What follows belongs to an exercise in optimizing a design on an open flow for a short achievable clock period and few clock cycles; a production flow would make more cautious choices.
Function was checked by simulation only, so behaviour that the tests miss may differ from the original.
Power figures rest on the tool's default switching activity, not on a simulated workload.

File: flow/config.mk
export PLATFORM = sky130hd
export DESIGN_NAME = pipeLineCPU
export DESIGN_NICKNAME = pipeLineCPU
export VERILOG_FILES = /design/flow/design.v
export SDC_FILE = /design/flow/constraint.sdc
export NUM_CORES = 4
export LEC_CHECK = 0
export CAP_MARGIN = 20
export CORE_MARGIN = 2
export CORE_UTILIZATION = 40
export SLEW_MARGIN = 20
File: flow/run.sh
#!/bin/bash
# synth_recipe.tcl (not shown) runs the flow's synth.tcl, then flattens the netlist and writes it again
# the make line also repeats each setting of config.mk as NAME=value (left out here)
make -C /OpenROAD-flow-scripts/flow DESIGN_CONFIG=/design/flow/config.mk WORK_HOME=/design/flow/orfs CLKGATE_MAP_FILE= SYNTH_SCRIPT=/design/flow/synth_recipe.tcl finish
File: flow/constraint.sdc
create_clock -name core_clock -period 7.0 [get_ports {clk}]
set_input_delay 1.4000 -clock core_clock [delete_from_list [all_inputs] [get_ports {clk}]]
set_output_delay 1.4000 -clock core_clock [all_outputs]
set_load 0.01 [all_outputs]
File: flow/design.v
package mipsPkg;
    typedef logic [31:0] wordT;
    typedef logic [4:0]  regAddrT;
    typedef struct packed {
        logic [5:0] opcode;
        regAddrT    rs;
        regAddrT    rt;
        regAddrT    rd;
        logic [4:0] shamt;
        logic [5:0] funct;
    } instrT;
    localparam logic [5:0] opRType = 6'h00;
    localparam logic [5:0] opJ     = 6'h02;
    localparam logic [5:0] opJal   = 6'h03;
    localparam logic [5:0] opBeq   = 6'h04;
    localparam logic [5:0] opBne   = 6'h05;
    localparam logic [5:0] opAddiu = 6'h09;
    localparam logic [5:0] opOri   = 6'h0d;
    localparam logic [5:0] opLui   = 6'h0f;
    localparam logic [5:0] opLw    = 6'h23;
    localparam logic [5:0] opSw    = 6'h2b;
    localparam logic [5:0] fnSll   = 6'h00;   
    localparam logic [5:0] fnAddu  = 6'h21;
    localparam logic [5:0] fnSubu  = 6'h23;
    localparam logic [5:0] fnAnd   = 6'h24;
    localparam logic [5:0] fnOr    = 6'h25;
    localparam logic [5:0] fnSlt   = 6'h2a;
    typedef enum logic [2:0] {
        aluAdd, aluSub, aluAnd, aluOr, aluSlt, aluSll, aluLui
    } aluOpT;
    typedef struct packed {
        logic  regWrite;
        logic  memRead;
        logic  memWrite;
        logic  memToReg;
        logic  linkToReg;
        logic  aluSrcImm;
        logic  branchEq;
        logic  branchNe;
        logic  jump;
        aluOpT aluOp;
    } ctrlT;
    typedef struct packed {
        wordT  pc4;
        instrT instr;
    } ifIdT;
    typedef struct packed {
        ctrlT        ctrl;
        wordT        pc4;
        wordT        rsVal;
        wordT        rtVal;
        regAddrT     rs;
        regAddrT     rt;
        regAddrT     dest;
        wordT        imm;
        logic [4:0]  shamt;
        logic [25:0] jumpField;
    } idExT;
    typedef struct packed {
        logic    regWrite;
        logic    memRead;
        logic    memWrite;
        logic    memToReg;
        logic    linkToReg;
        wordT    aluResult;
        wordT    storeData;
        regAddrT dest;
        wordT    linkVal;
    } exMemT;
    typedef struct packed {
        logic    regWrite;
        regAddrT dest;
        wordT    writeData;   
    } memWbT;
    localparam int ifIdW  = 64;    
    localparam int idExW  = 186;   
    localparam int exMemW = 106;   
    localparam int memWbW = 38;    
endpackage
`timescale 1ns/1ps
module fetchStage #(
    parameter logic [31:0] resetPc = 32'h0000_0000
) (
    input  logic clk,
    input  logic reset,
    input  logic stall,
    input  logic redirect,
    input  mipsPkg::wordT redirectPc,
    output mipsPkg::wordT pc,
    output mipsPkg::wordT pc4
);
    assign pc4 = pc + 32'd4;
    always_ff @(posedge clk) begin
        if (reset) begin
            pc <= resetPc;
        end else if (redirect) begin
            pc <= redirectPc;   
        end else if (!stall) begin
            pc <= pc4;
        end
    end
endmodule
`timescale 1ns/1ps
module pipeReg #(
    parameter int width = 32
) (
    input  logic             clk,
    input  logic             reset,
    input  logic             hold,
    input  logic             flush,
    input  logic [width-1:0] d,
    output logic [width-1:0] q
);
    always_ff @(posedge clk) begin
        if (reset || flush) begin
            q <= '0;
        end else if (!hold) begin
            q <= d;
        end
    end
endmodule
`timescale 1ns/1ps
module decodeStage (
    input  logic    clk,
    input  logic    reset,
    input  mipsPkg::ifIdT    ifId,
    input  mipsPkg::regAddrT exLoadDest,
    input  logic    exIsLoad,
    input  mipsPkg::memWbT   wb,
    output mipsPkg::idExT    idEx,
    output logic    stall
);
    mipsPkg::instrT       fields;
    logic [15:0] imm16;
    mipsPkg::ctrlT        ctrl;
    mipsPkg::regAddrT     dest;
    logic        zeroExt;
    logic        usesRs;
    logic        usesRt;
    mipsPkg::wordT        rsVal;
    mipsPkg::wordT        rtVal;
    mipsPkg::wordT        immExt;
    mipsPkg::wordT        regFile [32];
    assign fields = ifId.instr;
    assign imm16  = {fields.rd, fields.shamt, fields.funct};
    always_comb begin
        ctrl       = '0;
        ctrl.aluOp = mipsPkg::aluAdd;
        dest       = fields.rt;
        zeroExt    = 1'b0;
        usesRs     = 1'b1;
        usesRt     = 1'b0;
        case (fields.opcode)
            mipsPkg::opRType: begin
                ctrl.regWrite = 1'b1;
                dest          = fields.rd;
                usesRt        = 1'b1;
                case (fields.funct)
                    mipsPkg::fnAddu: ctrl.aluOp = mipsPkg::aluAdd;
                    mipsPkg::fnSubu: ctrl.aluOp = mipsPkg::aluSub;
                    mipsPkg::fnAnd:  ctrl.aluOp = mipsPkg::aluAnd;
                    mipsPkg::fnOr:   ctrl.aluOp = mipsPkg::aluOr;
                    mipsPkg::fnSlt:  ctrl.aluOp = mipsPkg::aluSlt;
                    mipsPkg::fnSll: begin
                        ctrl.aluOp = mipsPkg::aluSll;
                        usesRs     = 1'b0;   
                    end
                    default: ctrl.regWrite = 1'b0;
                endcase
            end
            mipsPkg::opAddiu: begin
                ctrl.regWrite  = 1'b1;
                ctrl.aluSrcImm = 1'b1;
            end
            mipsPkg::opOri: begin
                ctrl.regWrite  = 1'b1;
                ctrl.aluSrcImm = 1'b1;
                ctrl.aluOp     = mipsPkg::aluOr;
                zeroExt        = 1'b1;
            end
            mipsPkg::opLui: begin
                ctrl.regWrite  = 1'b1;
                ctrl.aluSrcImm = 1'b1;
                ctrl.aluOp     = mipsPkg::aluLui;
                usesRs         = 1'b0;
            end
            mipsPkg::opLw: begin
                ctrl.regWrite  = 1'b1;
                ctrl.memRead   = 1'b1;
                ctrl.memToReg  = 1'b1;
                ctrl.aluSrcImm = 1'b1;
            end
            mipsPkg::opSw: begin
                ctrl.memWrite  = 1'b1;
                ctrl.aluSrcImm = 1'b1;
                usesRt         = 1'b1;   
            end
            mipsPkg::opBeq: begin
                ctrl.branchEq = 1'b1;
                usesRt        = 1'b1;
            end
            mipsPkg::opBne: begin
                ctrl.branchNe = 1'b1;
                usesRt        = 1'b1;
            end
            mipsPkg::opJ: begin
                ctrl.jump = 1'b1;
                usesRs    = 1'b0;
            end
            mipsPkg::opJal: begin
                ctrl.jump      = 1'b1;
                ctrl.linkToReg = 1'b1;
                ctrl.regWrite  = 1'b1;
                dest           = 5'd31;   
                usesRs         = 1'b0;
            end
            default: usesRs = 1'b0;   
        endcase
    end
    always_ff @(posedge clk) begin
        if (reset) begin
            for (int i = 0; i < 32; i++) begin
                regFile[i] <= '0;
            end
        end else if (wb.regWrite && wb.dest != '0) begin
            regFile[wb.dest] <= wb.writeData;
        end
    end
    always_comb begin
        rsVal = regFile[fields.rs];
        if (fields.rs == '0) begin
            rsVal = '0;
        end else if (wb.regWrite && wb.dest == fields.rs) begin
            rsVal = wb.writeData;
        end
    end
    always_comb begin
        rtVal = regFile[fields.rt];
        if (fields.rt == '0) begin
            rtVal = '0;
        end else if (wb.regWrite && wb.dest == fields.rt) begin
            rtVal = wb.writeData;
        end
    end
    assign immExt = zeroExt ? {16'h0000, imm16} : {{16{imm16[15]}}, imm16};
    assign stall = exIsLoad && exLoadDest != '0 &&
                   ((usesRs && exLoadDest == fields.rs) || (usesRt && exLoadDest == fields.rt));
    always_comb begin
        idEx.ctrl      = ctrl;
        idEx.pc4       = ifId.pc4;
        idEx.rsVal     = rsVal;
        idEx.rtVal     = rtVal;
        idEx.rs        = fields.rs;
        idEx.rt        = fields.rt;
        idEx.dest      = dest;
        idEx.imm       = immExt;
        idEx.shamt     = fields.shamt;
        idEx.jumpField = ifId.instr[25:0];
    end
endmodule
`timescale 1ns/1ps
module executeStage (
    input  mipsPkg::idExT  idEx,
    input  mipsPkg::exMemT memFwd,
    input  mipsPkg::memWbT wbFwd,
    input  mipsPkg::wordT  memReadData,
    output mipsPkg::exMemT exMem,
    output mipsPkg::memWbT memWb,
    output logic  redirect,
    output mipsPkg::wordT  redirectPc
);
    mipsPkg::wordT memFwdVal;
    logic fwdMemA;
    logic fwdMemB;
    logic fwdWbA;
    logic fwdWbB;
    mipsPkg::wordT opA;
    mipsPkg::wordT opB;
    mipsPkg::wordT aluB;
    mipsPkg::wordT aluResult;
    logic regsEqual;
    logic takeBranch;
    mipsPkg::wordT branchTarget;
    mipsPkg::wordT jumpTarget;
    assign memFwdVal = memFwd.linkToReg ? memFwd.linkVal : memFwd.aluResult;
    assign fwdMemA = memFwd.regWrite && !memFwd.memRead &&
                     memFwd.dest != '0 && memFwd.dest == idEx.rs;
    assign fwdMemB = memFwd.regWrite && !memFwd.memRead &&
                     memFwd.dest != '0 && memFwd.dest == idEx.rt;
    assign fwdWbA  = wbFwd.regWrite && wbFwd.dest != '0 && wbFwd.dest == idEx.rs;
    assign fwdWbB  = wbFwd.regWrite && wbFwd.dest != '0 && wbFwd.dest == idEx.rt;
    always_comb begin
        if (fwdMemA) begin
            opA = memFwdVal;   
        end else if (fwdWbA) begin
            opA = wbFwd.writeData;
        end else begin
            opA = idEx.rsVal;
        end
    end
    always_comb begin
        if (fwdMemB) begin
            opB = memFwdVal;
        end else if (fwdWbB) begin
            opB = wbFwd.writeData;
        end else begin
            opB = idEx.rtVal;
        end
    end
    assign aluB = idEx.ctrl.aluSrcImm ? idEx.imm : opB;
    always_comb begin
        case (idEx.ctrl.aluOp)
            mipsPkg::aluAdd:  aluResult = opA + aluB;
            mipsPkg::aluSub:  aluResult = opA - aluB;
            mipsPkg::aluAnd:  aluResult = opA & aluB;
            mipsPkg::aluOr:   aluResult = opA | aluB;
            mipsPkg::aluSlt:  aluResult = mipsPkg::wordT'($signed(opA) < $signed(aluB));
            mipsPkg::aluSll:  aluResult = aluB << idEx.shamt;
            mipsPkg::aluLui:  aluResult = {aluB[15:0], 16'h0000};
            default: aluResult = opA + aluB;
        endcase
    end
    assign regsEqual    = opA == opB;
    assign takeBranch   = (idEx.ctrl.branchEq && regsEqual) ||
                          (idEx.ctrl.branchNe && !regsEqual);
    assign branchTarget = idEx.pc4 + {idEx.imm[29:0], 2'b00};
    assign jumpTarget   = {idEx.pc4[31:28], idEx.jumpField, 2'b00};
    assign redirect     = takeBranch || idEx.ctrl.jump;
    assign redirectPc   = idEx.ctrl.jump ? jumpTarget : branchTarget;
    always_comb begin
        exMem.regWrite  = idEx.ctrl.regWrite;
        exMem.memRead   = idEx.ctrl.memRead;
        exMem.memWrite  = idEx.ctrl.memWrite;
        exMem.memToReg  = idEx.ctrl.memToReg;
        exMem.linkToReg = idEx.ctrl.linkToReg;
        exMem.aluResult = aluResult;
        exMem.storeData = opB;   
        exMem.dest      = idEx.dest;
        exMem.linkVal   = idEx.pc4;
    end
    always_comb begin
        memWb.regWrite  = memFwd.regWrite;
        memWb.dest      = memFwd.dest;
        memWb.writeData = memFwd.memToReg ? memReadData : memFwdVal;
    end
endmodule
`timescale 1ns/1ps
module pipeLineCPU #(
    parameter logic [31:0] resetPc = 32'h0000_0000
) (
    input  logic clk,
    input  logic reset,
    input  mipsPkg::wordT inst_in,
    input  mipsPkg::wordT Data_in,
    output logic mem_w,
    output mipsPkg::wordT Addr_out,
    output mipsPkg::wordT PC_out,
    output mipsPkg::wordT Data_out
);
    mipsPkg::wordT  pc;
    mipsPkg::wordT  pc4;
    logic  stall;
    logic  redirect;
    mipsPkg::wordT  redirectPc;
    mipsPkg::ifIdT  ifIdD;
    mipsPkg::ifIdT  ifIdQ;
    mipsPkg::idExT  idExD;
    mipsPkg::idExT  idExQ;
    mipsPkg::exMemT exMemD;
    mipsPkg::exMemT exMemQ;
    mipsPkg::memWbT memWbD;
    mipsPkg::memWbT memWbQ;
    fetchStage #(.resetPc(resetPc)) fetch0 (
        .clk        (clk),
        .reset      (reset),
        .stall      (stall),
        .redirect   (redirect),
        .redirectPc (redirectPc),
        .pc         (pc),
        .pc4        (pc4)
    );
    assign PC_out = pc;
    assign ifIdD  = {pc4, inst_in};
    pipeReg #(.width(mipsPkg::ifIdW)) ifIdReg (
        .clk(clk), .reset(reset), .hold(stall), .flush(redirect), .d(ifIdD), .q(ifIdQ)
    );
    decodeStage decode0 (
        .clk        (clk),
        .reset      (reset),
        .ifId       (ifIdQ),
        .exLoadDest (idExQ.dest),
        .exIsLoad   (idExQ.ctrl.memRead),
        .wb         (memWbQ),
        .idEx       (idExD),
        .stall      (stall)
    );
    pipeReg #(.width(mipsPkg::idExW)) idExReg (
        .clk(clk), .reset(reset), .hold(1'b0), .flush(stall || redirect), .d(idExD), .q(idExQ)
    );
    executeStage execute0 (
        .idEx        (idExQ),
        .memFwd      (exMemQ),
        .wbFwd       (memWbQ),
        .memReadData (Data_in),
        .exMem       (exMemD),
        .memWb       (memWbD),
        .redirect    (redirect),
        .redirectPc  (redirectPc)
    );
    pipeReg #(.width(mipsPkg::exMemW)) exMemReg (
        .clk(clk), .reset(reset), .hold(1'b0), .flush(1'b0), .d(exMemD), .q(exMemQ)
    );
    assign Addr_out = exMemQ.aluResult;
    assign Data_out = exMemQ.storeData;
    assign mem_w    = exMemQ.memWrite;
    pipeReg #(.width(mipsPkg::memWbW)) memWbReg (
        .clk(clk), .reset(reset), .hold(1'b0), .flush(1'b0), .d(memWbD), .q(memWbQ)
    );
endmodule
==> impl_metrics.json <==
{
  "outcome": "no timing/DRC/antenna violations",
  "post-place-ws_ns": 0.5457,
  "ys_ff_latch": 1402,
  "worst_pin_slew_ns": 1.361,
  "rows": 163,
  "setup_viol": 0,
  "yosysMostFrequentCell": "edfxtp_1",
  "fin_crit_sh": 0.9372,
  "netlist_instances": 6615,
  "crit_start": "memWbReg.q[35]",
  "synth_top_area_frac": 0.3889,
  "cap_violations": 0,
  "cts-buffers-inserted": 156,
  "drive_gt1_frac": 0.1793,
  "power_density_nw_per_um2": 239.8,
  "areaGrowthSynthToFinish_pct": 12.15,
  "worstPathRequired_ns": 7.69,
  "cts.reportedPaths.clkPinSlew_ns": 0.06,
  "final_nets": 6750,
  "yosys_most_used_dff": "edfxtp_1",
  "drtAntennaViolNets": 0,
  "io_buffers": 162,
  "post-dp-hpwl_mm": 195.8,
  "finalPower_w": 0.02127,
  "dieArea_sq_um": 201200,
  "post_dp_cell_area_sq_um": 83540,
  "die_w_um": 448.6,
  "cts_root_buffer": "clkbuf_16",
  "final.setup.tns_ns": 0,
  "cp-end-kind": "flop",
  "viasPerCell": 6.078,
  "cp_max_fo": 12,
  "p_leak_nw": 32.27,
  "synth_edf_count": 1024,
  "period_minus_slack_ns": 6.560,
  "insertion_delay_ns": 0.83,
  "grt_util_all_layers": 0.2902,
  "antenna_found_initial": 17,
  "multi_input_area_sq_um": 37630,
  "synth_top_area_cell": "edfxtp_1",
  "reg2reg_depth": 20,
  "ctsHtreeMaxLevel": 4,
  "fin_cells": 9345,
  "rsz0062_at_grt": "false",
  "synthTopCellsByArea": "edfxtp_1 39%, mux4_2 16%, dfxtp_1 9.6%",
  "clock-skew-final_ns": 0.05643,
  "fillers": 17860,
  "fmax_ghz": 0.1524,
  "synth_cell_type_count": 91,
  "tritoncts": "done",
  "syn_area_per_cell_sq_um": 11.95,
  "drt_wl_total_mm": 298.6,
  "drc": 0,
  "via_count": 56800,
  "worstPathArrival_ns": 7.25,
  "core_area_sq_um": 196800,
  "synth_sequential_area_ratio": 0.4846,
  "wl_per_cell_um": 31.95,
  "dp.cells": 9037,
  "relSlewSlack": 0.09074,
  "r2r-start": "memWbReg.q[35]",
  "hp-class": "reg2reg",
  "regArea_sq_um": 38350,
  "drv_slew": 0,
  "r2r_setup_slack_ns": 0.44,
  "finalHoldViolations": 0,
  "r2r_end": "exMemReg.q[99]",
  "grt.overflow.total": 0,
  "synth_area_sq_um": 79060,
  "ys.warnings.count": 7,
  "ir_drop_v": 0.0002565,
  "io_pins": 163,
  "drtPass1Iterations": 7,
  "crit_path_start_kind": "flop",
  "critPathCapture": "exMemReg.q[99]",
  "cts.sinks": 1402,
  "min_from": "ifIdReg.q[8]",
  "crit_type": "reg2reg",
  "clk_path_buf_depth": 3,
  "drt_iter0_drc": 6572,
  "die_y_um": 448.6,
  "grt_max_degree": 106,
  "grt_first_pass_wirelength_mm": 420.2,
  "synth_common_cells": "1,024 x edfxtp_1, 1,015 x and2_1, 560 x mux4_2",
  "routabilityCongestion": 0.9988,
  "grt_pass1_vias": 56240,
  "initial_core_util": 0.4017,
  "design_area_sq_um": 88670,
  "async_flop_share": 0,
  "setup_slack_ns": 0.4399
}
## repair_timing
item / CTS / global route
endpoints found under the hold margin: 0 / 0
setup buffers: 0 / 0
gates resized for setup: 0 / 1
hold buffers: 0 / 0
endpoints found under the setup margin: 0 / 1
## cell type report
type                       count  area share
clock buffer                 205     0.04829
tap                         2640     0.03725
inverter                     177    0.007577
multi-input combinational   4418      0.4244
sequential                  1402      0.4325
clock inverter                80    0.008890
antenna                       23   0.0006491
timing repair buffer         400     0.04046
## worst max-delay path, cell delays in order, from the launching register on
cell      delay (ns)
dfxtp_1         0.60
xor2_1          0.19
or4b_1          0.57
o21ai_0         0.28
nand2_1         0.16
o21ai_0         0.54
ha_1            0.28
inv_1           0.06
fa_1            0.48
nor2b_1         0.16
o21a_1          0.19
o21bai_1        0.22
a211oi_1        0.17
o21ai_0         0.35
a311oi_1        0.21
o311ai_1        0.60
a21oi_1         0.26
o41ai_1         0.56
xor2_1          0.19
nand2_1         0.07
a41oi_1         0.27
## cells by family (layout without fill, tap and decap cells)
kind of cell | Yosys count | in the layout | synth area share
AOI/OAI and AO/OA | 949 | 949 | 0.07647
DFF | 1402 | 1402 | 0.4846
buffers and inverters | 826 | 862 | 0.04312
xor gates and xnor gates | 184 | 184 | 0.02038
muxes | 896 | 896 | 0.2028
other | 1 | 55 | 0.00004743
adders and majority gates | 129 | 129 | 0.02070
and+or+nand+nor | 2228 | 2228 | 0.1518
## metal layers
layer  up-vias  GRT usage  wire [um]
met3       694    0.05669      26260
met1     28980     0.3668     113400
met5         -          0         25
li1      24170          -          -
met4         4     0.1513      17430
met2      2951     0.4721     141500
## worst min path at each step
stage | to | slack, ns | depth (start not counted)
final | idExReg.q[39] | 0.43 | 2
after detailed placement | idExReg.q[37] | 0.42 | 2
after CTS | idExReg.q[172] | 0.43 | 2
after global routing | idExReg.q[168] | 0.44 | 2
after global placement | idExReg.q[37] | 0.41 | 2
after floorplan | idExReg.q[142] | 0.41 | 2
## cells in the final DEF, fill, tap and decap left out, drive strengths merged, types with 36 or more instances in the layout
master / Yosys / final
a211oi: 69 / 69
a21o: 36 / 36
a21oi: 279 / 279
a221oi: 40 / 40
a31oi: 45 / 45
and2: 1015 / 1015
buf: 188 / 238
clkbuf: 461 / 206
clkdlybuf4s50: 0 / 161
clkinv: 1 / 61
dfxtp: 378 / 378
edfxtp: 1024 / 1024
ha: 126 / 126
inv: 176 / 187
mux2: 50 / 50
mux2i: 286 / 286
mux4: 560 / 560
nand2: 250 / 250
nand3: 93 / 93
nor2: 499 / 499
nor2b: 80 / 80
nor3: 73 / 73
o211ai: 36 / 36
o21ai: 215 / 215
o22ai: 47 / 47
or2: 37 / 37
xnor2: 106 / 106
xor2: 78 / 78
## stage by stage
| step | utilization | hold slack [ns] |
|---|---|---|
| after global placement | 0.4244 | 0.4132 |
| after global routing | 0.4504 | 0.4387 |
| final | 0.4505 | 0.4270 |
| after CTS | 0.4503 | 0.4275 |
| after detailed placement | 0.4245 | 0.4162 |
| after floorplan | - | 0.4086 |
## where the power goes
group	total, W	switching, W	leakage (nW)	internal [W]
clock	0.00832	0.00364	2.51	0.00468
sequential	0.00952	0.000296	13.6	0.00922
combinational	0.00343	0.00212	16.1	0.00131
## registers in the layout, indices dropped and copies added (netlist names)
name             flops
decode0.regFile   1024
idExReg.q          139
exMemReg.q         105
ifIdReg.q           64
memWbReg.q          38
fetch0.pc           32
Testbench counts, summed over its fixed seeds: cycles 105,193.

==> separate check: timing with driven ports <==
No port has a modelled driver above. Below, the same layout with a new extraction and two added sets of constraints. Step 1, drivers: a clkbuf_16 drives clk and a buf_2 each remaining input, both assumed. Step 2 moves the port delays by t, midway between the first and last clock arrival at a register: inputs arrive t later, outputs are due t later. That takes back most of the time a late clock gives input paths. a / b / c = ideal / step 1 / step 2; a / b = the first two.
t (ns): 0.893
slack for setup (ns): 0.440 / 0.440 / 0.440
worst setup path at the end: register to register
clock arrival spread, ns: 0.057 / 0.057
worst data-port slew with drivers (ns): 0.08
After both steps this run still meets setup and hold. For this run, drivers alone change the setup slack by 0.000 ns; drivers and shift together by 0.000 ns.
